From an optimization exercise on the open Yosys and OpenROAD flow, aimed at a short achievable clock period and few clock cycles per item; shortcuts taken in it are not production practice.
Function was checked by simulation only, so behaviour that the tests miss may differ from the original.
Power figures rest on the tool's default switching activity, not on a simulated workload.

### flow/design.v
package pipe_pkg;
    typedef enum logic [1:0] {
        IDLE  = 2'd0,
        FILL  = 2'd1,
        WRITE = 2'd2
    } dc_state_t;
    localparam logic [1:0] MEM_LOAD  = 2'b01;
    localparam logic [1:0] MEM_STORE = 2'b10;
    function automatic integer off_bits(input integer words);
        off_bits = $clog2(words);
    endfunction
    function automatic integer idx_bits(input integer lines);
        idx_bits = $clog2(lines);
    endfunction
    function automatic integer tag_bits(input integer lines, input integer words);
        tag_bits = 30 - $clog2(lines) - $clog2(words);
    endfunction
endpackage
module dcache_array #(
    parameter int LINES = 16,
    parameter int WORDS = 4
) (
    input  logic                                clk,
    input  logic                                rst,
    input  logic [29:0]                         rd_addr,
    output logic                                rd_match,
    output logic                                rd_present,
    output logic                                rd_fip,
    output logic [31:0]                         rd_data,
    input  logic [29:0]                         wr_addr,
    input  logic [LINES*WORDS-1:0]              wr_wsel,
    input  logic [LINES-1:0]                    wr_lsel,
    input  logic                                st_en,
    input  logic [31:0]                         st_data,
    input  logic                                al_en,
    input  logic                                fl_en,
    input  logic [29:0]                         fl_addr,
    input  logic [LINES*WORDS-1:0]              fl_wsel,
    input  logic [31:0]                         fl_data,
    input  logic                                fl_last
);
    localparam int OB = pipe_pkg::off_bits(WORDS);
    localparam int IB = pipe_pkg::idx_bits(LINES);
    localparam int TB = pipe_pkg::tag_bits(LINES, WORDS);
    localparam int NW = LINES * WORDS;
    logic [31:0]      data_mem [0:NW-1];
    logic [TB-1:0]    tag_mem  [0:LINES-1];
    logic [LINES-1:0] valid;
    logic [NW-1:0]    wv;
    logic [LINES-1:0] fip;
    logic [IB+OB-1:0] rw;
    logic [IB-1:0]    ri;
    logic [TB-1:0]    rt;
    logic [IB+OB-1:0] ww;
    logic [IB-1:0]    wi;
    logic [IB+OB-1:0] fw;
    logic [IB-1:0]    fi;
    logic [LINES-1:0] lmatch;
    logic [31:0]      lword [0:LINES-1];
    logic [LINES-1:0] lsel;
    assign rw = rd_addr[IB+OB-1:0];
    assign ri = rd_addr[IB+OB-1:OB];
    assign rt = rd_addr[29:IB+OB];
    assign ww = wr_addr[IB+OB-1:0];
    assign wi = wr_addr[IB+OB-1:OB];
    assign fw = fl_addr[IB+OB-1:0];
    assign fi = fl_addr[IB+OB-1:OB];
    always_comb begin
        for (int l = 0; l < LINES; l++) begin
            lmatch[l] = valid[l] & (tag_mem[l] == rt);
        end
        for (int l = 0; l < LINES; l++) begin
            lword[l] = data_mem[l * WORDS + int'(rd_addr[OB-1:0])];
            lsel[l]  = (ri == IB'(l));
        end
        rd_data = '0;
        for (int l = 0; l < LINES; l++) begin
            rd_data = rd_data | ({32{lsel[l]}} & lword[l]);
        end
    end
    assign rd_match   = lmatch[ri];
    assign rd_present = wv[rw];
    assign rd_fip     = fip[ri] & ~(fl_en & fl_last & (fi == ri));
    always_ff @(posedge clk) begin
        for (int w = 0; w < NW; w++) begin
            if (st_en && wr_wsel[w]) begin
                data_mem[w] <= st_data;
            end else if (fl_en && fl_wsel[w] && (!wv[w] || (al_en && wr_lsel[w / WORDS]))) begin
                data_mem[w] <= fl_data;
            end
        end
        for (int l = 0; l < LINES; l++) begin
            if (al_en && wr_lsel[l]) begin
                tag_mem[l] <= wr_addr[29:IB+OB];
            end
        end
    end
    always_ff @(posedge clk) begin
        if (rst) begin
            valid <= '0;
            fip   <= '0;
            wv    <= '0;
        end else begin
            for (int w = 0; w < NW; w++) begin
                if ((st_en && wr_wsel[w]) || (fl_en && fl_wsel[w])) begin
                    wv[w] <= 1'b1;
                end else if (al_en && wr_lsel[w / WORDS]) begin
                    wv[w] <= 1'b0;
                end
            end
            for (int l = 0; l < LINES; l++) begin
                if (al_en && wr_lsel[l]) begin
                    valid[l] <= 1'b1;
                    fip[l]   <= 1'b1;
                end else if (fl_en && fl_last && fi == IB'(l)) begin
                    fip[l] <= 1'b0;
                end
            end
        end
    end
endmodule
module dcache_ctrl #(
    parameter int LINES = 16,
    parameter int WORDS = 4
) (
    input  logic        clk,
    input  logic        rst,
    input  logic        req_valid,
    input  logic        req_we,
    input  logic [31:0] req_addr,
    input  logic [31:0] req_wdata,
    output logic [31:0] rdata,
    output logic        busy,
    output logic        mem_req,
    output logic        mem_we,
    output logic [31:0] mem_addr,
    output logic [31:0] mem_wdata,
    input  logic        mem_ack,
    input  logic [31:0] mem_rdata
);
    localparam int OB = pipe_pkg::off_bits(WORDS);
    localparam int IB = pipe_pkg::idx_bits(LINES);
    localparam int QD = 4;                     
    localparam int QB = $clog2(QD);
    localparam logic [OB-1:0] LAST = OB'(WORDS - 1);
    logic        ready_r;                      
    logic        busy_o;                       
    logic [31:0] rdata_r;
    logic        wait_fill;                    
    logic        arr_match;
    logic        arr_present;
    logic        arr_fip;
    logic [31:0] arr_data;
    logic        undecided;
    logic        fwd;
    logic        load_dec;
    logic        load_miss;
    logic        store_dec;
    logic        q_space;
    logic        rq_we;
    logic [29:0] rq_addr;
    logic [31:0] rq_wdata;
    logic [LINES*WORDS-1:0] rq_wsel;           
    logic [LINES-1:0]       rq_lsel;           
    logic        st_d;                         
    logic        al_d;                         
    logic        op_d;                         
    logic        mreq;                         
    logic        midle;
    logic        mreq_o;                       
    logic        mwe;
    logic [29:0] maddr;
    logic [31:0] mwdata;
    logic [LINES*WORDS-1:0] mwsel;             
    logic        mwe_o;
    logic [29:0] maddr_o;
    logic [31:0] mwdata_o;
    logic        mreq_n;
    logic        mwe_n;
    logic [29:0] maddr_n;
    logic [31:0] mwdata_n;
    logic        beat;
    logic        beat_fill;
    logic        cont_fill;
    logic        adv;
    logic          q_fill [0:QD-1];
    logic [29:0]   q_addr [0:QD-1];
    logic [31:0]   q_data [0:QD-1];
    logic [QB-1:0] q_rp;
    logic [QB-1:0] q_wp;
    logic [QB:0]   q_cnt;
    logic          q_empty;
    logic          take_q;
    logic          take_d;
    logic          take_in;
    logic          in_d;                       
    logic          push;
    logic [29:0]   op_addr;
    assign undecided = req_valid & ~ready_r;
    assign mreq      = ~midle;
    assign beat      = mreq & mem_ack;
    assign beat_fill = beat & ~mwe;
    assign cont_fill = beat_fill & (maddr[OB-1:0] != LAST);
    assign fwd       = beat_fill & (maddr == req_addr[31:2]);
    assign q_empty = (q_cnt == '0);
    assign q_space = (q_cnt != (QB+1)'(QD));
    assign load_dec  = undecided & ~req_we & (wait_fill ? fwd : (arr_match & (arr_present | fwd)));
    assign load_miss = undecided & ~req_we & ~wait_fill & ~arr_match & ~arr_fip & q_space;
    assign store_dec = undecided & req_we & q_space;
    dcache_array #(
        .LINES(LINES),
        .WORDS(WORDS)
    ) u_array (
        .clk       (clk),
        .rst       (rst),
        .rd_addr   (req_addr[31:2]),
        .rd_match  (arr_match),
        .rd_present(arr_present),
        .rd_fip    (arr_fip),
        .rd_data   (arr_data),
        .wr_addr   (rq_addr),
        .wr_wsel   (rq_wsel),
        .wr_lsel   (rq_lsel),
        .st_en     (st_d),
        .st_data   (rq_wdata),
        .al_en     (al_d),
        .fl_en     (beat_fill),
        .fl_addr   (maddr),
        .fl_wsel   (mwsel),
        .fl_data   (mem_rdata),
        .fl_last   (~cont_fill)
    );
    always_ff @(posedge clk) begin
        if (rst) begin
            ready_r   <= 1'b0;
            busy_o    <= 1'b1;
            wait_fill <= 1'b0;
            st_d      <= 1'b0;
            al_d      <= 1'b0;
            op_d      <= 1'b0;
        end else begin
            ready_r   <= load_dec | store_dec;
            busy_o    <= ~(load_dec | store_dec);
            wait_fill <= (wait_fill | load_miss) & ~load_dec;
            st_d      <= store_dec & arr_match;
            al_d      <= load_miss;
            op_d      <= store_dec | load_miss;
        end
        rdata_r  <= (wait_fill | ~arr_present) ? mem_rdata : arr_data;
        rq_we    <= req_we;
        rq_addr  <= req_addr[31:2];
        rq_wdata <= req_wdata;
        for (int w = 0; w < LINES * WORDS; w++) begin
            rq_wsel[w] <= (req_addr[OB+IB+1:2] == (OB+IB)'(w));
        end
        for (int l = 0; l < LINES; l++) begin
            rq_lsel[l] <= (req_addr[OB+IB+1:OB+2] == IB'(l));
        end
    end
    assign busy  = busy_o;
    assign rdata = rdata_r;
    assign op_addr = rq_we ? rq_addr : {rq_addr[29:OB], OB'(0)};
    assign adv     = ~mreq | (beat & ~cont_fill);
    assign take_q  = adv & ~q_empty;
    assign take_d  = adv & q_empty & op_d & ~in_d;
    assign take_in = adv & q_empty & ~(op_d & ~in_d) & (store_dec | load_miss);
    assign push    = op_d & ~in_d & ~take_d;
    always_comb begin
        mreq_n   = mreq;
        mwe_n    = mwe;
        maddr_n  = maddr;
        mwdata_n = mwdata;
        if (cont_fill) begin
            maddr_n[OB-1:0] = maddr[OB-1:0] + 1'b1;
        end else if (take_q) begin
            mreq_n   = 1'b1;
            mwe_n    = ~q_fill[q_rp];
            maddr_n  = q_addr[q_rp];
            mwdata_n = q_data[q_rp];
        end else if (take_d) begin
            mreq_n   = 1'b1;
            mwe_n    = rq_we;
            maddr_n  = op_addr;
            mwdata_n = rq_wdata;
        end else if (adv) begin
            mreq_n   = take_in;
            mwe_n    = req_we;
            maddr_n  = req_we ? req_addr[31:2] : {req_addr[31:OB+2], OB'(0)};
            mwdata_n = req_wdata;
        end
    end
    always_ff @(posedge clk) begin
        if (rst) begin
            midle  <= 1'b1;
            mreq_o <= 1'b0;
            q_rp  <= '0;
            q_wp  <= '0;
            q_cnt <= '0;
            in_d  <= 1'b0;
        end else begin
            midle  <= ~mreq_n;
            mreq_o <= mreq_n;
            in_d  <= take_in;
            if (push) begin
                q_fill[q_wp] <= ~rq_we;
                q_addr[q_wp] <= op_addr;
                q_data[q_wp] <= rq_wdata;
                q_wp         <= q_wp + 1'b1;
            end
            if (take_q) begin
                q_rp <= q_rp + 1'b1;
            end
            q_cnt <= q_cnt + (QB+1)'(push) - (QB+1)'(take_q);
        end
        mwe    <= mwe_n;
        maddr  <= maddr_n;
        mwdata <= mwdata_n;
        if (rst) begin
            mwe_o    <= 1'b0;
            maddr_o  <= '0;
            mwdata_o <= '0;
        end else begin
            mwe_o    <= mwe_n;
            maddr_o  <= maddr_n;
            mwdata_o <= mwdata_n;
        end
        for (int w = 0; w < LINES * WORDS; w++) begin
            mwsel[w] <= (maddr_n[OB+IB-1:0] == (OB+IB)'(w));
        end
    end
    assign mem_req   = mreq_o;
    assign mem_we    = mwe_o;
    assign mem_addr  = {maddr_o, 2'b00};
    assign mem_wdata = mwdata_o;
endmodule
### flow/flow/run.sh
#!/bin/bash
# Own layout flow: the standard layout (standard.sh, standard synthesis unchanged), except
# that the port buffers placed at every input and output are buf_4 cells instead of the
# default delay-type buffer, so the resizer can size them like any other buffer.
set -euo pipefail
cd "$(dirname "${BASH_SOURCE[0]}")/.."
bash standard.sh "BUFFER_PORTS_ARGS=-buffer_cell sky130_fd_sc_hd__buf_4" finish > standard_flow.log 2>&1
### flow/standard.sh
#!/bin/bash
# synth_recipe.tcl (not shown) runs the flow's synth.tcl, then flattens the netlist and writes it again
# the make line also repeats each setting of config.mk as NAME=value (left out here)
make -C /OpenROAD-flow-scripts/flow DESIGN_CONFIG=/design/flow/config.mk WORK_HOME=/design/flow/orfs CLKGATE_MAP_FILE= SYNTH_SCRIPT=/design/flow/synth_recipe.tcl "${@:-finish}"
### flow/config.mk
export PLATFORM = sky130hd
export DESIGN_NAME = dcache_ctrl
export DESIGN_NICKNAME = dcache_ctrl
export VERILOG_FILES = /design/flow/design.v
export SDC_FILE = /design/flow/constraint.sdc
export NUM_CORES = 4
export LEC_CHECK = 0
export ABC_CLOCK_PERIOD_IN_PS = 2500
export CAP_MARGIN = 20
export CORE_MARGIN = 2
export CORE_UTILIZATION = 45
export CTS_CLUSTER_DIAMETER = 80
export CTS_CLUSTER_SIZE = 30
export SETUP_SLACK_MARGIN = 5
export SLEW_MARGIN = 20
### flow/constraint.sdc
create_clock -name core_clock -period 8.0 [get_ports {clk}]
set_input_delay 1.6000 -clock core_clock [delete_from_list [all_inputs] [get_ports {clk}]]
set_output_delay 1.6000 -clock core_clock [all_outputs]
set_load 0.01 [all_outputs]
==> results of run 1 <==
cell usage after synthesis (all sizes together), types with 3 or more instances:
master	count	area (um2)
nor3	17	85.08
inv	44	165.2
clkinv	5	18.77
or2	4	25.02
xor2	185	1620
nand3	108	540.5
a21o	56	420.4
a21oi	26	130.1
ha	7	87.58
nor4	44	275.3
xnor2	234	2049
nor3b	5	42.54
mux2i	63	643.1
mux4	596	13420
and2	7	43.80
or4	6	45.04
nand2	347	1303
o21ai	56	280.3
a31oi	65	406.6
nor2b	62	387.9
nand2b	9	56.30
nor2	285	1085
a22oi	262	1967
a211oi	61	457.9
nand4	124	775.7
edfxtp	2684	80600
clkbuf	767	2879
buf	204	1077
dfxtp	479	9589
mux2	2049	23070
o211ai	3	27.52
o31ai	3	27.52
o22ai	6	37.54
per-stage QoR:
stage          instance area [um2]  hold WS [ps]  instances  worst slack, ps  utilization
5_1_grt                     158500         466.0      12896             4856       0.4983
2_1_floorplan               144900         431.9       8895             4306            -
4_1_cts                     157200         439.4      12831             4865       0.4942
3_5_place_dp                149000         419.0      12480             2412       0.4684
6_report                    158500         442.7      12906             4902       0.4984
3_3_place_gp                149000         417.1      12480             2369       0.4684
timing repair:
item / in CTS / in global routing
resized for setup: 440 / 151
pin swaps: 11 / 24
endpoints found under the hold margin: 0 / 0
cloned: 26 / 19
setup buffers: 36 / 42
endpoints found under the setup margin: 2082 / 453
power by group through the flow:
stage | logic (mW) | clock network, mW | registers, mW
after floorplan | 3.06 | 0 | 19.1
after global placement | 4.63 | 0 | 19.2
after detailed placement | 4.70 | 0 | 19.2
after CTS | 5.04 | 10.2 | 18.9
after global routing | 5.54 | 10.7 | 18.9
final | 5.30 | 10.2 | 18.9
worst min-delay path by stage:
stage / cells after the start / startpoint / end / slack, ps
2_1_floorplan: 2 / u_array.valid[0] / u_array.valid[0] / 430
3_3_place_gp: 0 / rq_addr[13] / u_array.tag_mem[8][7] / 420
3_5_place_dp: 0 / rq_addr[13] / u_array.tag_mem[8][7] / 420
4_1_cts: 2 / mwsel[38] / u_array.wv[38] / 440
5_1_grt: 0 / rq_addr[13] / u_array.tag_mem[8][7] / 470
6_report: 0 / rq_addr[13] / u_array.tag_mem[8][7] / 440
logic make-up (layout without fill, tap and decap cells):
group | after synthesis | in the layout | synth area share
AOI/OAI and AO/OA | 549 | 550 | 0.02677
xor gates and xnor gates | 419 | 419 | 0.02551
adders and majority gates | 8 | 8 | 0.0007481
buffers and inverters | 1020 | 832 | 0.02879
DFF | 3163 | 3163 | 0.6270
muxes | 2708 | 2708 | 0.2582
other | 1 | 16 | 0.00002607
and+or+nand+nor | 1026 | 1030 | 0.03291
sequential cells by signal, summed over array words and instances, names as in the netlist, 30 cells and up, named ones only:
name,flops
rq_addr,30
u_array.wv,64
maddr_o,30
u_array.tag_mem,384
mwsel,64
maddr,30
mwdata_o,32
rdata_r,32
rq_wsel,64
u_array.data_mem,2048
q_data,128
mwdata,32
q_addr,120
rq_wdata,32
area by class of cell:
| cell class | count | area, um2 | area share |
|---|---|---|---|
| timing repair buffer | 494 | 5887 | 0.03714 |
| tap | 4180 | 5230 | 0.03299 |
| sequential | 3163 | 90390 | 0.5702 |
| antenna | 14 | 35.03 | 0.0002210 |
| multi-input combinational | 4717 | 51190 | 0.3229 |
| clock buffer | 182 | 4200 | 0.02650 |
| inverter | 49 | 366.6 | 0.002313 |
| clock inverter | 107 | 1221 | 0.007704 |
routing by layer:
metal | vias to the layer above | global-route usage | part of all wire
met3 | 1215 | 0.06262 | 0.10
met4 | 6 | 0.1575 | 0.059
met5 | - | 0 | 0.000075
li1 | 33693 | - | -
met1 | 45990 | 0.4195 | 0.38
met2 | 5564 | 0.5004 | 0.46
==> summary.txt, run 1 <==
Timing
  – Setup TNS: 0 ps
  – Final setup fails: 0
  – Tightest Pin Transition: 1178 ps
  – RSZ-0062 raised after global routing: true
  – Final Hold Vio Count: 0
  – Pins Over Slew Limit: 0
  – F_max: approximately 0.32 GHz
  – Crit path time final: between 3000 and 4000 ps
  – Crit share post-route: 0.3873
  – Relative slew slack: 0.2146
  – Setup Skew: approximately 89 ps

Synthesis
  – Synth Warn #: 5
  – Avg Inst Size Synth: 16.17 um2
  – Mapped Area: between 0.1 and 0.15 mm2
  – Unique masters post-synth: 60
  – Seq cells post-synth: ~3.2k
  – Fraction of registers with async set/reset: 0
  – Cells after Synth: 8894
  – Sequential element share of the synthesized area: 0.6270
  – Post-synth EDFFs: around 2.7k
  – Top_reg_cell synth: edfxtp_1

Critical path
  – CP Capture Type: primary output
  – CP cell instances: buf_6
  – CP Launch Type: register
  – Req. time, crit path: 6400 ps
  – WP depth: 1
  – Critical Path Source: rdata_r[27]
  – WP data arrival: around 1500 ps
  – FF-to-FF End: u_array.data_mem[36][8]
  – R2R Path Start: st_d
  – Worst R2R Path Depth: 4
  – Critical Path End: rdata[27]
  – Worst path slowest cell: dfxtp_4
  – CP peak stage delay: 440 ps
  – CP delay by family, top: flip-flops
  – Crit path kind: register to primary output
  – Worst-path fanout max: 1
  – Worst R2R Setup Slack: roughly 5000 ps
  – CP Buf/Inv Count: 1

Floorplan
  – DIE AREA: between 0.3 and 0.4 mm2
  – Number of top-level pins: 200
  – Starting Density: 0.4522
  – Num rows: around 210
  – Die Width: 569.4 um
  – Die Ht: roughly 570 um
  – Core Box Area: 0.3181 mm2

Power and ir drop
  – Tot Pwr: 34.35 mW
  – Power Density: ~220 mW/mm2
  – Clk network pwr share: 0.296
  – Comb pwr share: 0.154
  – Switching part of the total: 0.2767
  – Worst vdd ir: 0.2655 mV
  – Sw Pwr: around 9.5 mW
  – Leak: 51.66 nW
  – Seq pwr share: 0.550
  – P_int: around 25 mW

Drt
  – Via Count: between 80k and 90k
  – Detail Route Antenna Nets: 0
  – Final WL: roughly 530000 um
  – Post-detailed-route wirelength per cell: between 40 and 50 um
  – Remaining DRCs: 0
  – TritonRoute pass-1 iters: 7
  – Vias per cell: roughly 6.7
  – Initial DRC Count: approximately 13k

CTS
  – Clk root buf: clkbuf_16
  – Clock Path Buffers: 4
  – H-Tree Level Count: 4
  – Clock sink count: between 3k and 4k
  – CTS Buf Count: around 160
  – CTS Hold Buffers Added: 0
  – Clk latency of the worst-skew pair: between 900 and 1000 ps
  – Worst-path clk slew: 110 ps
  – CTS tree: yes

Place
  – Post-DP HPWL: 265500 um
  – Port Buf Inserts: approximately 200
  – Gpl congestion: approximately 0.8

GRT
  – Vias in the first global route: roughly 84k
  – Total GRT Usage: 0.3172
  – Largest net degree at the start of global routing: just over 70
  – Gr ovfl total: 0
  – Initial antenna violation count: 37
  – First-pass GRT wire length: between 700000 and 800000 um

Finish
  – Layout cells sized above 1: 0.4387
  – Most frequent cells in the layout: 2684 x edfxtp_1, 2048 x mux2_2, 596 x mux4_2
  – Most common cell after layout, fill and taps aside: edfxtp_1
  – P&R area growth vs syn: 10.21%
  – FILL cells: around 26k
  – Net count reported at finish: between 8k and 9k

Worst hold path
  – HP Class: register to register

Run
  – # Max-Cap Violations: 0

Status
  – Run status: timing/DRC/antenna clean
Testbench counts, summed over its fixed seeds: cycles 53,649, items 12,000.
==> run 2, diff against run 1 <==
--- a/flow/config.mk
+++ b/flow/config.mk
@@ -8,8 +8,8 @@
 export ABC_CLOCK_PERIOD_IN_PS = 2500
 export CAP_MARGIN = 20
 export CORE_MARGIN = 2
-export CORE_UTILIZATION = 45
+export CORE_UTILIZATION = 50
 export CTS_CLUSTER_DIAMETER = 80
-export CTS_CLUSTER_SIZE = 30
+export CTS_CLUSTER_SIZE = 24
 export SETUP_SLACK_MARGIN = 5
 export SLEW_MARGIN = 20
==> summary.txt, run 2 <==
Status
  – Run status: timing/DRC/antenna clean

Finish
  – Post-route cell area: 0.1593 mm2 (+0.51%)
  – Largest register FFs: 2048 (unchanged)
  – Biggest register: u_array.data_mem
  – FILL cells: 22.30k (-15%)
  – Fin util: 0.5577 (+0.05927)
  – Layout cells sized above 1: 0.4388 (about the same)
  – Net count reported at finish: 8805 (+1.3%)
  – Most frequent cells in the layout: 2684 x edfxtp_1, 2048 x mux2_2, 596 x mux4_2
  – P&R area growth vs syn: 10.77%
  – Most common cell after layout, fill and taps aside: edfxtp_1
  – Regs by FF count: u_array.data_mem x2048, u_array.tag_mem x384, q_data x128
  – Final Instance Count excl. Fillers: 12.59k (-2.4%)

Timing
  – Setup TNS: 0 ps (unchanged)
  – Final setup fails: 0 (unchanged)
  – Pins Over Slew Limit: 0 (unchanged)
  – Crit path time final: 3131 ps (+32.82 ps)
  – Crit share post-route: 0.3914 (+0.004103)
  – Final Hold Vio Count: 0 (unchanged)
  – Tightest Pin Transition: 1223 ps (+44.85 ps)
  – Relative slew slack: 0.1847 (-0.02990)
  – RSZ-0062 raised after global routing: true
  – Setup Skew: 51.89 ps (-37.01 ps)
  – F_max: 0.3194 GHz (-1.0%)

Drt
  – Vias per cell: 6.953 (+3.8%)
  – TritonRoute pass-1 iters: 6 (-1)
  – Via Count: 87.54k (+1.2%)
  – Post-detailed-route wirelength per cell: 42.68 um (+3.8%)
  – Initial DRC Count: 14.25k (+11%)
  – Detail Route Antenna Nets: 0 (unchanged)
  – Final WL: 537400 um (+1.3%)
  – Remaining DRCs: 0 (unchanged)

Synthesis
  – Avg Inst Size Synth: 16.17 um2 (unchanged)
  – Most common cell in the netlist: edfxtp_1
  – Seq cells post-synth: 3163 (unchanged)
  – Synth Warn #: 5 (unchanged)
  – Post-synth EDFFs: 2684 (unchanged)
  – Unique masters post-synth: 60 (unchanged)
  – Sequential element share of the synthesized area: 0.6270 (unchanged)
  – Dominant cell type by area after synthesis: edfxtp_1
  – Synth top area share: 0.5604 (unchanged)
  – Commonest cells in the synthesized netlist: 2684 x edfxtp_1, 2049 x mux2_2, 767 x clkbuf_1
  – Top_reg_cell synth: edfxtp_1
  – Fraction of registers with async set/reset: 0 (unchanged)
  – Ranking of synthesized cells by area: edfxtp_1 56%, mux2_2 16%, mux4_2 9.3%, dfxtp_1 6.7%, clkbuf_1 2.0%
  – Mapped Area: 0.1438 mm2 (unchanged)
  – Cells after Synth: 8894 (unchanged)

CTS
  – Worst-path clk slew: 100 ps (about the same)
  – CTS tree: yes
  – CTS Buf Count: 172 (+8.9%)
  – Clk latency of the worst-skew pair: 920 ps (-30 ps)
  – Clk root buf: clkbuf_16
  – Clock sink count: 3163 (unchanged)
  – Clock Path Buffers: 4 (unchanged)
  – H-Tree Level Count: 4 (unchanged)
  – CTS Hold Buffers Added: 0 (unchanged)

Power and ir drop
  – Sw Pwr: 9.157 mW (-3.7%)
  – Worst vdd ir: 0.1968 mV (-26%)
  – Power Density: 215.4 mW/mm2 (-0.63%)
  – Comb pwr share: 0.153 (about the same)
  – Seq pwr share: 0.550 (about the same)
  – Tot Pwr: 34.31 mW (-0.12%)
  – Switching part of the total: 0.2669 (-0.009810)
  – Leak: 52.33 nW (+1.3%)
  – Clk network pwr share: 0.297 (about the same)
  – P_int: 25.16 mW (+1.2%)

Floorplan
  – Die Width: 540.3 um (-5.1%)
  – Number of top-level pins: 200 (unchanged)
  – DIE AREA: 0.2920 mm2 (-9.9%)
  – Num rows: 196 (-5.3%)
  – Die Ht: 540.3 um (-5.1%)
  – Starting Density: 0.5034 (+0.05121)
  – Core Box Area: 0.2857 mm2 (-10%)

Place
  – Port Buf Inserts: 195 (unchanged)
  – Post-DP HPWL: 270100 um (+1.7%)
  – Cell Area, Placed: 0.1486 mm2 (-0.27%)
  – Gpl congestion: 0.8246 (+0.34%)
  – Placed Cells incl. Taps: 12.07k (-3.3%)

GRT
  – Gr ovfl total: 0 (unchanged)
  – Largest net degree at the start of global routing: 94 (+31%)
  – Total GRT Usage: 0.3518 (+0.03460)
  – Vias in the first global route: 82.79k (-1.3%)
  – First-pass GRT wire length: 704500 um (-0.22%)
  – Initial antenna violation count: 32 (-14%)

Worst hold path
  – HP Class: register to register
  – Min-delay src: u_array.valid[0]
  – WHS Endpoint: u_array.valid[0]
  – Hold path depth: 2 (+2)

Critical path
  – CP peak stage delay: 590 ps (+150 ps)
  – CP cell instances: buf_16 -> buf_16 -> buf_4 -> buf_16 -> mux4_2 -> a22oi_2 -> nand4_1 -> nor2_1 -> o21ai_1
  – Worst-path fanout max: 23 (+22)
  – Worst R2R Path Depth: 4 (unchanged)
  – R2R Path Start: st_d
  – Crit-path most repeated cell: buf_16
  – CP Launch Type: input port
  – Req. time, crit path: 8790 ps (+2390 ps)
  – Worst path slowest cell: mux4_2
  – WP data arrival: 3930 ps (+2430 ps)
  – Worst R2R Setup Slack: 4880 ps (-60 ps)
  – CP Capture Type: register
  – Crit path kind: input port to register
  – FF-to-FF End: u_array.data_mem[0][8]

Run
  – # Max-Cap Violations: 0 (unchanged)
[run 2: changes by cell type in the layout (fill, tap and decap cells not counted), sizes merged, moves of 3 or more]
cell    change
nand2      +20
bufbuf      +3
clkbuf     +61
inv        -35
buf        +76
clkinv     -17
diode       -3
[run 2: layer usage]
layer,vias up,track usage,wire (um)
met1,46574,0.4920,205800
met2,5949,0.5361,241800
met3,1126,0.06679,61040
met4,14,0.1581,28570
met5,-,0,86
li1,33878,-,-
[run 2: cells by family after synthesis]
family          synth area share
flops                     0.6270
mux                       0.2582
simple gates             0.03291
buf+inv                  0.02879
compound gates           0.02677
xor+xnor                 0.02551
fa+ha+maj              0.0007481
other cells           0.00002607
[run 2: critical path, delay by kind of cell]
| kind | cells | cell delay [ps] |
|---|---|---|
| multiplexers | 1 | 590 |
| AO/OA/AOI/OAI | 2 | 450 |
| buffers and inverters | 4 | 670 |
| AND/OR/NAND/NOR | 2 | 500 |
[run 2: final cells by class]
type,count,area (um2),area share
diodes,11,27.53,0.0001728
multi-input cells,4737,51720,0.3246
clock buffers,243,4887,0.03067
inverters,49,345.3,0.002167
flip-flops and latches,3163,90350,0.5671
clock inverters,53,526.8,0.003306
repair buffers,573,6763,0.04245
well taps,3762,4707,0.02954
[run 2: per-stage QoR]
step                hold WS [ps]  setup WS, ps
CTS                        474.4          4903
floorplan                  431.9          4306
detailed placement         452.7          2914
finish                     471.5          4869
global route               494.5          4875
global placement           441.0          2937
[run 2: worst max-delay path by stage]
stage / from / to / slack (ps) / depth (start not counted)
4_1_cts: req_addr[7] / busy_o / 4900 / 14
5_1_grt: req_addr[7] / busy_o / 4870 / 14
6_report: req_addr[2] / rdata_r[11] / 4870 / 9
3_5_place_dp: req_addr[7] / rdata_r[9] / 2910 / 10
3_3_place_gp: req_addr[7] / busy_o / 2940 / 11
2_1_floorplan: mem_ack / q_cnt[2] / 4310 / 14
[run 2: what timing repair did]
item | in CTS | in global routing
setup buffers | 32 | 119
pin swaps | 16 | 30
cloned | 32 | 29
gates resized for setup | 396 | 140
endpoints found under the setup margin | 2592 | 1185
[run 2: power groups by stage]
stage	clock network (mW)	registers (mW)	logic, mW
after global routing	10.8	18.9	5.48
after CTS	10.3	18.9	4.93
after global placement	0	19.2	4.56
final	10.2	18.9	5.25
after floorplan	0	19.1	3.06
after detailed placement	0	19.2	4.64
==> run 3, diff against run 2 <==
--- a/flow/config.mk
+++ b/flow/config.mk
@@ -8,7 +8,7 @@
 export ABC_CLOCK_PERIOD_IN_PS = 2500
 export CAP_MARGIN = 20
 export CORE_MARGIN = 2
-export CORE_UTILIZATION = 50
+export CORE_UTILIZATION = 40
 export CTS_CLUSTER_DIAMETER = 80
 export CTS_CLUSTER_SIZE = 24
 export SETUP_SLACK_MARGIN = 5
==> summary.txt, run 3 <==
Status
  – Run status: timing/DRC/antenna clean

GRT
  – Largest net degree at the start of global routing: 77 (-18%)
  – Vias in the first global route: 83.77k (+1.2%)
  – Global Route met1 Usage: 0.3658 (-0.1261)
  – Met2 Track Usage GR: 0.4421 (-0.09400)
  – Total GRT Usage: 0.2779 (-0.07392)
  – Busiest grt layer: met2
  – First-pass GRT wire length: 700300 um (-0.60%)
  – Gr ovfl total: 0 (unchanged)
  – Met3 Use GR: 0.04739 (-0.01940)
  – Initial antenna violation count: 26 (-19%)

Synthesis
  – Most common cell in the netlist: edfxtp_1
  – Seq cells post-synth: 3163 (unchanged)
  – Avg Inst Size Synth: 16.17 um2 (unchanged)
  – Mapped Area: 0.1438 mm2 (unchanged)
  – Adder-cell share of the synthesized area: 0.0007481 (unchanged)
  – Synth Warn #: 5 (unchanged)
  – Largest family of logic cells by synthesized area: multiplexers
  – Post-Synth Simple-Gate Area: 0.03291 (unchanged)
  – Fraction of registers with async set/reset: 0 (unchanged)
  – Post-synthesis compound-gate area fraction: 0.02677 (unchanged)
  – Commonest cells in the synthesized netlist: 2684 x edfxtp_1, 2049 x mux2_2, 767 x clkbuf_1
  – Portion of netlist area occupied by mux cells: 0.2582 (unchanged)
  – Post-synth EDFFs: 2684 (unchanged)
  – Top_reg_cell synth: edfxtp_1
  – Synth top area share: 0.5604 (unchanged)
  – Sequential element share of the synthesized area: 0.6270 (unchanged)
  – Ranking of synthesized cells by area: edfxtp_1 56%, mux2_2 16%, mux4_2 9.3%, dfxtp_1 6.7%, clkbuf_1 2.0%
  – Cells after Synth: 8894 (unchanged)
  – Unique masters post-synth: 60 (unchanged)
  – Dominant cell type by area after synthesis: edfxtp_1
  – XOR/XNOR Fraction of Synth Area: 0.02551 (unchanged)

Critical path
  – Crit path kind: input port to register
  – Worst R2R Setup Slack: 4980 ps (+100 ps)
  – WP data arrival: 4000 ps (+70 ps)
  – CP Launch Type: input port
  – Worst-path fanout max: 8 (-65%)
  – FF-to-FF End: u_array.data_mem[47][12]
  – R2R Path Start: st_d
  – Crit-path most repeated cell: buf_16
  – Req. time, crit path: 8870 ps (+80 ps)
  – CP cell instances: buf_16 -> buf_4 -> mux4_2 -> a22oi_2 -> a21oi_1 -> o31ai_4 -> buf_12 -> buf_16 -> bufbuf_16 -> nand2_1 -> o21ai_1
  – Worst path slowest cell: mux4_2
  – CP Capture Type: register
  – CP Buf/Inv Count: 5 (+1)
  – CP peak stage delay: 490 ps (-100 ps)
  – CP delay by family, top: buffers and inverters
  – Critical Path Source: req_addr[2]
  – Worst R2R Path Depth: 4 (unchanged)

Power and ir drop
  – Leak: 51.59 nW (-1.4%)
  – Clk network pwr share: 0.296 (about the same)
  – Comb pwr share: 0.149 (-0.004)
  – P_int: 25.01 mW (-0.57%)
  – Power Density: 214.8 mW/mm2 (-0.28%)
  – Sw Pwr: 9.178 mW (+0.22%)
  – Worst vdd ir: 0.1806 mV (-8.2%)
  – Seq pwr share: 0.554 (+0.004)
  – Switching part of the total: 0.2684 (+0.001545)

Floorplan
  – Number of top-level pins: 200 (unchanged)
  – DIE AREA: 0.3644 mm2 (+25%)
  – Starting Density: 0.4013 (-0.1021)
  – Die Width: 603.6 um (+12%)
  – Die Ht: 603.6 um (+12%)
  – Core Box Area: 0.3584 mm2 (+25%)
  – Num rows: 220 (+12%)

CTS
  – CTS tree: yes
  – Clk latency of the worst-skew pair: 950 ps (+30 ps)
  – CTS Hold Buffers Added: 0 (unchanged)
  – CTS Buf Count: 167 (-2.9%)
  – Clock sink count: 3163 (unchanged)
  – Worst-path clk slew: 100 ps (about the same)
  – H-Tree Level Count: 4 (unchanged)
  – Clk root buf: clkbuf_16
  – Clock Path Buffers: 4 (unchanged)

Finish
  – Layout cells sized above 1: 0.4313 (-0.007481)
  – Most common cell after layout, fill and taps aside: edfxtp_1
  – Multi-input logic area: 0.05133 mm2 (-0.75%)
  – FILL cells: 31.30k (+40%)
  – Biggest register: u_array.data_mem
  – P&R area growth vs syn: 10.69% (about the same)
  – Largest register FFs: 2048 (unchanged)
  – Fin util: 0.4442 (-0.1135)
  – Regs by FF count: u_array.data_mem x2048, u_array.tag_mem x384, q_data x128
  – Net count reported at finish: 8686 (-1.4%)
  – Most frequent cells in the layout: 2684 x edfxtp_1, 2048 x mux2_2, 596 x mux4_2
  – Register area: 0.09041 mm2 (about the same)

Place
  – Port Buf Inserts: 195 (unchanged)
  – Post-DP HPWL: 269800 um (about the same)
  – Gpl congestion: 0.8213 (-0.40%)
  – Worst slack, placed: 2677 ps (-236.7 ps)

Worst hold path
  – Hold path depth: 0 (-2)
  – Min-delay src: rq_addr[6]
  – HP Class: register to register
  – WHS Endpoint: u_array.tag_mem[8][0]

Timing
  – Relative slew slack: 0.1650 (-0.01962)
  – Pins Over Slew Limit: 0 (unchanged)
  – Crit share post-route: 0.3901 (-0.001319)
  – Crit path time final: 3121 ps (-10.55 ps)
  – Final setup fails: 0 (unchanged)
  – Hold Slack: 443.8 ps (-27.75 ps)
  – RSZ-0062 raised after global routing: true
  – Tightest Pin Transition: 1252 ps (+29.42 ps)
  – Setup TNS: 0 ps (unchanged)
  – F_max: 0.3205 GHz (+0.34%)
  – Final Hold Vio Count: 0 (unchanged)
  – Setup Skew: 66.85 ps (+14.96 ps)
  – Setup slack after layout: 4879 ps (+10.55 ps)

Drt
  – Vias per cell: 6.371 (-8.4%)
  – Remaining DRCs: 0 (unchanged)
  – Via Count: 85.91k (-1.9%)
  – Final WL: 521200 um (-3.0%)
  – Initial DRC Count: 12.85k (-9.9%)
  – Detail Route Antenna Nets: 0 (unchanged)
  – TritonRoute pass-1 iters: 8 (+2)
  – Post-detailed-route wirelength per cell: 38.65 um (-9.4%)

Run
  – # Max-Cap Violations: 0 (unchanged)
[run 3: power groups by stage]
stage / logic, mW / clock network [mW] / registers, mW
after global placement: 4.57 / 0 / 19.2
after global routing: 5.35 / 10.7 / 19.0
final: 5.10 / 10.1 / 19.0
after CTS: 4.97 / 10.2 / 18.9
after floorplan: 3.06 / 0 / 19.1
after detailed placement: 4.65 / 0 / 19.3
[run 3: repair_timing]
item	4_1_cts	5_1_grt
cloned	28	10
buffers inserted	58	11
resized for setup	491	117
pin swaps	20	22
setup endpoints to repair	2455	580
[run 3: worst max path at each step]
stage                             end  slack, ps  cells after the start
after CTS                      busy_o       4860                     14
after global placement    rdata_r[29]       2720                      9
after global routing      rdata_r[26]       4890                     13
final                     rdata_r[29]       4880                     11
after floorplan              q_cnt[2]       4310                     14
after detailed placement       busy_o       2680                     10
[run 3: metal layers]
layer | vias to the layer above | share of wire
met5 | - | 0.000083
met4 | 6 | 0.059
met3 | 1240 | 0.098
met2 | 5261 | 0.46
met1 | 45791 | 0.38
li1 | 33609 | -
[run 3: metrics by stage]
step	std cells	total power [mW]	instance area [um2]
2_1_floorplan	8895	22.21	144900
3_3_place_gp	13074	23.82	149800
3_5_place_dp	13074	23.92	149800
4_1_cts	13454	34.09	158500
5_1_grt	13479	35.05	159200
6_report	13485	34.19	159200
[run 3: final cells by class]
type                            count  share of cell area
Antenna cell                       10           0.0001572
Clock buffer                      241             0.02924
Clock inverter                     53            0.004055
Inverter                           49            0.002405
Multi-Input combinational cell   4719              0.3224
Sequential cell                  3163              0.5679
Tap cell                         4773             0.03751
Timing Repair Buffer              476             0.03628
Timing Repair inverter              1          0.00005501
[run 3: logic make-up (layout without fill, tap and decap cells)]
logic type / Yosys count / after routing
buffers and inverters: 1020 / 820
DFF: 3163 / 3163
xor gates and xnor gates: 419 / 419
AOI/OAI and AO/OA: 549 / 549
muxes: 2708 / 2708
adders and majority gates: 8 / 8
other: 1 / 12
and+or+nand+nor: 1026 / 1033
==> run 4, diff against run 3 <==
--- a/flow/design.v
+++ b/flow/design.v
@@ -57,7 +57,8 @@
     logic [IB-1:0]    fi;
     logic [LINES-1:0] lmatch;
     logic [31:0]      lword [0:LINES-1];
-    logic [LINES-1:0] lsel;
+    logic [3:0]       ilo;
+    logic [3:0]       ihi;
     assign rw = rd_addr[IB+OB-1:0];
     assign ri = rd_addr[IB+OB-1:OB];
     assign rt = rd_addr[29:IB+OB];
@@ -69,13 +70,16 @@
         for (int l = 0; l < LINES; l++) begin
             lmatch[l] = valid[l] & (tag_mem[l] == rt);
         end
+        for (int h = 0; h < 4; h++) begin
+            ilo[h] = (ri[1:0] == 2'(h));
+            ihi[h] = (ri[3:2] == 2'(h));
+        end
         for (int l = 0; l < LINES; l++) begin
             lword[l] = data_mem[l * WORDS + int'(rd_addr[OB-1:0])];
-            lsel[l]  = (ri == IB'(l));
         end
         rd_data = '0;
         for (int l = 0; l < LINES; l++) begin
-            rd_data = rd_data | ({32{lsel[l]}} & lword[l]);
+            rd_data = rd_data | ({32{ilo[l % 4]}} & {32{ihi[l / 4]}} & lword[l]);
         end
     end
     assign rd_match   = lmatch[ri];
--- a/flow/config.mk
+++ b/flow/config.mk
@@ -8,8 +8,8 @@
 export ABC_CLOCK_PERIOD_IN_PS = 2500
 export CAP_MARGIN = 20
 export CORE_MARGIN = 2
-export CORE_UTILIZATION = 40
+export CORE_UTILIZATION = 50
 export CTS_CLUSTER_DIAMETER = 80
-export CTS_CLUSTER_SIZE = 24
+export CTS_CLUSTER_SIZE = 30
 export SETUP_SLACK_MARGIN = 5
 export SLEW_MARGIN = 20
==> summary.txt, run 4 <==
Finish
  – Biggest register: u_array.data_mem
  – Most common cell after layout, fill and taps aside: edfxtp_1
  – FILL cells: 22.24k (-29%)
  – Most frequent cells in the layout: 2684 x edfxtp_1, 2048 x mux2_2, 596 x mux4_2
  – Layout cells sized above 1: 0.4550 (+0.02370)
  – P&R area growth vs syn: 11.04%
  – Net count reported at finish: 8756 (+0.81%)
  – Final Instance Count excl. Fillers: 12.54k (-7.0%)
  – Regs by FF count: u_array.data_mem x2048, u_array.tag_mem x384, q_data x128
  – Largest register FFs: 2048 (unchanged)

Synthesis
  – Synth top area share: 0.5602 (about the same)
  – Cells after Synth: 8876 (-0.20%)
  – Avg Inst Size Synth: 16.21 um2 (+0.23%)
  – Synth Warn #: 5 (unchanged)
  – Most common cell in the netlist: edfxtp_1
  – Sequential element share of the synthesized area: 0.6269 (about the same)
  – Dominant cell type by area after synthesis: edfxtp_1
  – Ranking of synthesized cells by area: edfxtp_1 56%, mux2_2 16%, mux4_2 9.3%, dfxtp_1 6.7%, clkbuf_1 2.0%
  – Commonest cells in the synthesized netlist: 2684 x edfxtp_1, 2050 x mux2_2, 776 x clkbuf_1
  – Unique masters post-synth: 58 (-3.3%)
  – Mapped Area: 0.1439 mm2 (about the same)
  – Post-synth EDFFs: 2684 (unchanged)
  – Seq cells post-synth: 3163 (unchanged)
  – Top_reg_cell synth: edfxtp_1
  – Fraction of registers with async set/reset: 0 (unchanged)

Floorplan
  – Core Box Area: 0.2857 mm2 (-20%)
  – Num rows: 196 (-11%)
  – Die Width: 540.4 um (-10%)
  – DIE AREA: 0.2920 mm2 (-20%)
  – Die Ht: 540.4 um (-10%)
  – Starting Density: 0.5036 (+0.1022)
  – Number of top-level pins: 200 (unchanged)

Worst hold path
  – Min-delay src: rq_addr[22]
  – Hold path depth: 0 (unchanged)
  – HP Class: register to register
  – WHS Endpoint: u_array.tag_mem[6][16]

Place
  – Port Buf Inserts: 195 (unchanged)
  – Post-DP HPWL: 270700 um (+0.31%)
  – Gpl congestion: 0.8374 (+2.0%)
  – Placed Cells incl. Taps: 12.05k (-7.8%)

CTS
  – CTS Hold Buffers Added: 0 (unchanged)
  – Clk latency of the worst-skew pair: 950 ps (about the same)
  – Worst-path clk slew: 110 ps (about the same)
  – H-Tree Level Count: 4 (unchanged)
  – CTS tree: yes
  – Clk root buf: clkbuf_16
  – CTS Buf Count: 155 (-7.2%)
  – Clock Path Buffers: 4 (unchanged)
  – Clock sink count: 3163 (unchanged)

Timing
  – Relative slew slack: 0.1594 (-0.005673)
  – F_max: 0.3053 GHz (-4.7%)
  – Final Hold Vio Count: 0 (unchanged)
  – Tightest Pin Transition: 1261 ps (+8.510 ps)
  – RSZ-0062 raised after global routing: true
  – Final setup fails: 0 (unchanged)
  – Pins Over Slew Limit: 0 (unchanged)
  – Crit path time final: 3275 ps (+154.8 ps)
  – Crit share post-route: 0.4094 (+0.01935)
  – Setup Skew: 56.34 ps (-10.50 ps)
  – Setup TNS: 0 ps (unchanged)

GRT
  – Gr ovfl total: 0 (unchanged)
  – Largest net degree at the start of global routing: 93 (+21%)
  – Initial antenna violation count: 31 (+19%)
  – Total GRT Usage: 0.3537 (+0.07576)
  – Vias in the first global route: 82.62k (-1.4%)
  – First-pass GRT wire length: 705500 um (+0.75%)

Drt
  – Metal3 WL: 60930 um (+20%)
  – Final WL: 530300 um (+1.8%)
  – Max layer used: met5
  – Vias per cell: 6.909 (+8.5%)
  – Remaining DRCs: 0 (unchanged)
  – Initial DRC Count: 13.94k (+8.5%)
  – TritonRoute pass-1 iters: 9 (+1)
  – Post-detailed-route wirelength per cell: 42.29 um (+9.4%)
  – Detail Route Antenna Nets: 0 (unchanged)
  – Met1 wire length: 204000 um (+3.3%)
  – Metal2 WL: 238500 um (-1.4%)
  – Via Count: 86.66k (+0.87%)

Run
  – # Max-Cap Violations: 0 (unchanged)

Critical path
  – Worst R2R Setup Slack: 4910 ps (-70 ps)
  – Worst R2R Path Depth: 4 (unchanged)
  – CP Capture Type: register
  – Req. time, crit path: 8810 ps (-60 ps)
  – Worst-path fanout max: 7 (-1)
  – CP cell instances: buf_16 -> buf_6 -> buf_16 -> buf_6 -> mux4_2 -> a22oi_2 -> nand4_1 -> nor2_2 -> a21oi_2
  – FF-to-FF End: u_array.data_mem[7][18]
  – CP Buf/Inv Count: 4 (-1)
  – Crit path kind: input port to register
  – Worst path slowest cell: mux4_2
  – CP Launch Type: input port
  – WP data arrival: 4080 ps (+80 ps)
  – R2R Path Start: al_d
  – CP peak stage delay: 510 ps (+20 ps)
  – CP delay by family, top: simple AND/OR/NAND/NOR gates

Power and ir drop
  – Tot Pwr: 34.52 mW (+0.97%)
  – Leak: 52.33 nW (+1.5%)
  – Power Density: 216.1 mW/mm2 (+0.63%)
  – Worst vdd ir: 0.1871 mV (+3.6%)

Status
  – Run status: timing/DRC/antenna clean
run 4: changes by cell type after synthesis, moves of 9 or more:
cell and delta:
a21oi_1 +33, and2_1 +58, buf_1 -13, buf_2 +12
clkbuf_1 +9, nand2_1 -42, nor2b_1 -53, o21a_1 +15
o21ai_0 -34
run 4: worst max path at each step:
stage / startpoint / end / slack (ps) / cells after the start
after global routing: req_addr[15] / mreq_o / 4760 / 10
after CTS: req_addr[19] / mreq_o / 4810 / 9
final: req_addr[2] / rdata_r[26] / 4720 / 9
after global placement: req_addr[6] / rdata_r[26] / 2260 / 12
after floorplan: mem_ack / q_cnt[2] / 4340 / 13
after detailed placement: req_addr[2] / rdata_r[13] / 2940 / 7
run 4: report_power, final:
part           switching, mW  total (mW)  internal [mW]
clock                   5.97        10.3           4.34
sequential             0.375        18.9           18.5
combinational           3.07        5.29           2.22
run 4: kinds of logic after synthesis:
family,Yosys count,synth area share
buffers and inverters,1023,0.02883
flip-flops,3163,0.6269
other,1,0.00002607
adder cells (fa/ha/maj),8,0.0007479
XOR/XNOR,419,0.02551
AND/OR/NAND/NOR,986,0.03182
AO/OA/AOI/OAI,565,0.02791
multiplexers,2711,0.2583
run 4: through the flow:
stage / utilization / setup WS, ps / cell area [um2] / hold WS [ps]
final: 0.5591 / 4725 / 159700 / 447.4
after CTS: 0.5530 / 4806 / 158000 / 449.4
after detailed placement: 0.5205 / 2944 / 148700 / 426.0
after global placement: 0.5203 / 2257 / 148700 / 415.7
after global routing: 0.5591 / 4757 / 159700 / 460.1
after floorplan: - / 4340 / 145900 / 432.7
run 4: per-layer routing:
metal / track usage / vias up
li1: - / 33798
met2: 0.5381 / 5533
met5: 0 / -
met3: 0.09066 / 1015
met1: 0.4867 / 46289
met4: 0.1408 / 22
run 4: repair_timing:
item                                    in CTS  in global routing
cloned                                      31                 14
setup buffers                               93                 58
pin swaps                                   51                 53
resized for setup                          505                178
endpoints found under the setup margin    2954                287
run 4: cell type report:
type	count	area [um2]	area share
Antenna cell	6	15.01	0.00009399
Clock buffer	180	4184	0.02619
Clock inverter	104	1274	0.007974
Inverter	48	341.6	0.002138
Multi-Input combinational cell	4696	51660	0.3234
Sequential cell	3163	90380	0.5658
Tap cell	3762	4707	0.02947
Timing Repair Buffer	583	7181	0.04495
Testbench counts of run 4, summed over its fixed seeds: cycles 53,649, items 12,000.

[port drivers added, routing unchanged]
No port has a modelled driver above. Below, the same layouts with a new extraction and two added sets of constraints. Step 1: set_driving_cell puts a clkbuf_16 on clk and a buf_2 on each other input, an assumption about the parent block. Step 2 moves the port delays by t, midway between the first and last clock arrival at a register: inputs arrive t later, outputs are due t later. That takes back most of the time a late clock gives input paths. a / b / c = no drivers / after step 1 / after step 2; a / b = the first two.
| run | t (ns) | setup WS [ns] | hold WS [ns] | worst data-port slew with drivers (ns) |
|---|---|---|---|---|
| run 1 | 1.002 | 4.902 / 4.623 / 3.621 | 0.443 / 0.443 / 0.443 | 0.51 |
| run 2 | 0.990 | 4.869 / 4.540 / 3.550 | 0.472 / 0.472 / 0.472 | 0.49 |
| run 3 | 1.032 | 4.879 / 4.637 / 3.605 | 0.444 / 0.444 / 0.444 | 0.43 |
| run 4 | 1.020 | 4.725 / 4.448 / 3.428 | 0.447 / 0.447 / 0.447 | 0.57 |
After both steps every run listed still meets setup and hold. The setup slack of run 2, which loses most, moves by -0.329 ns with the drivers and by -1.319 ns with both steps.
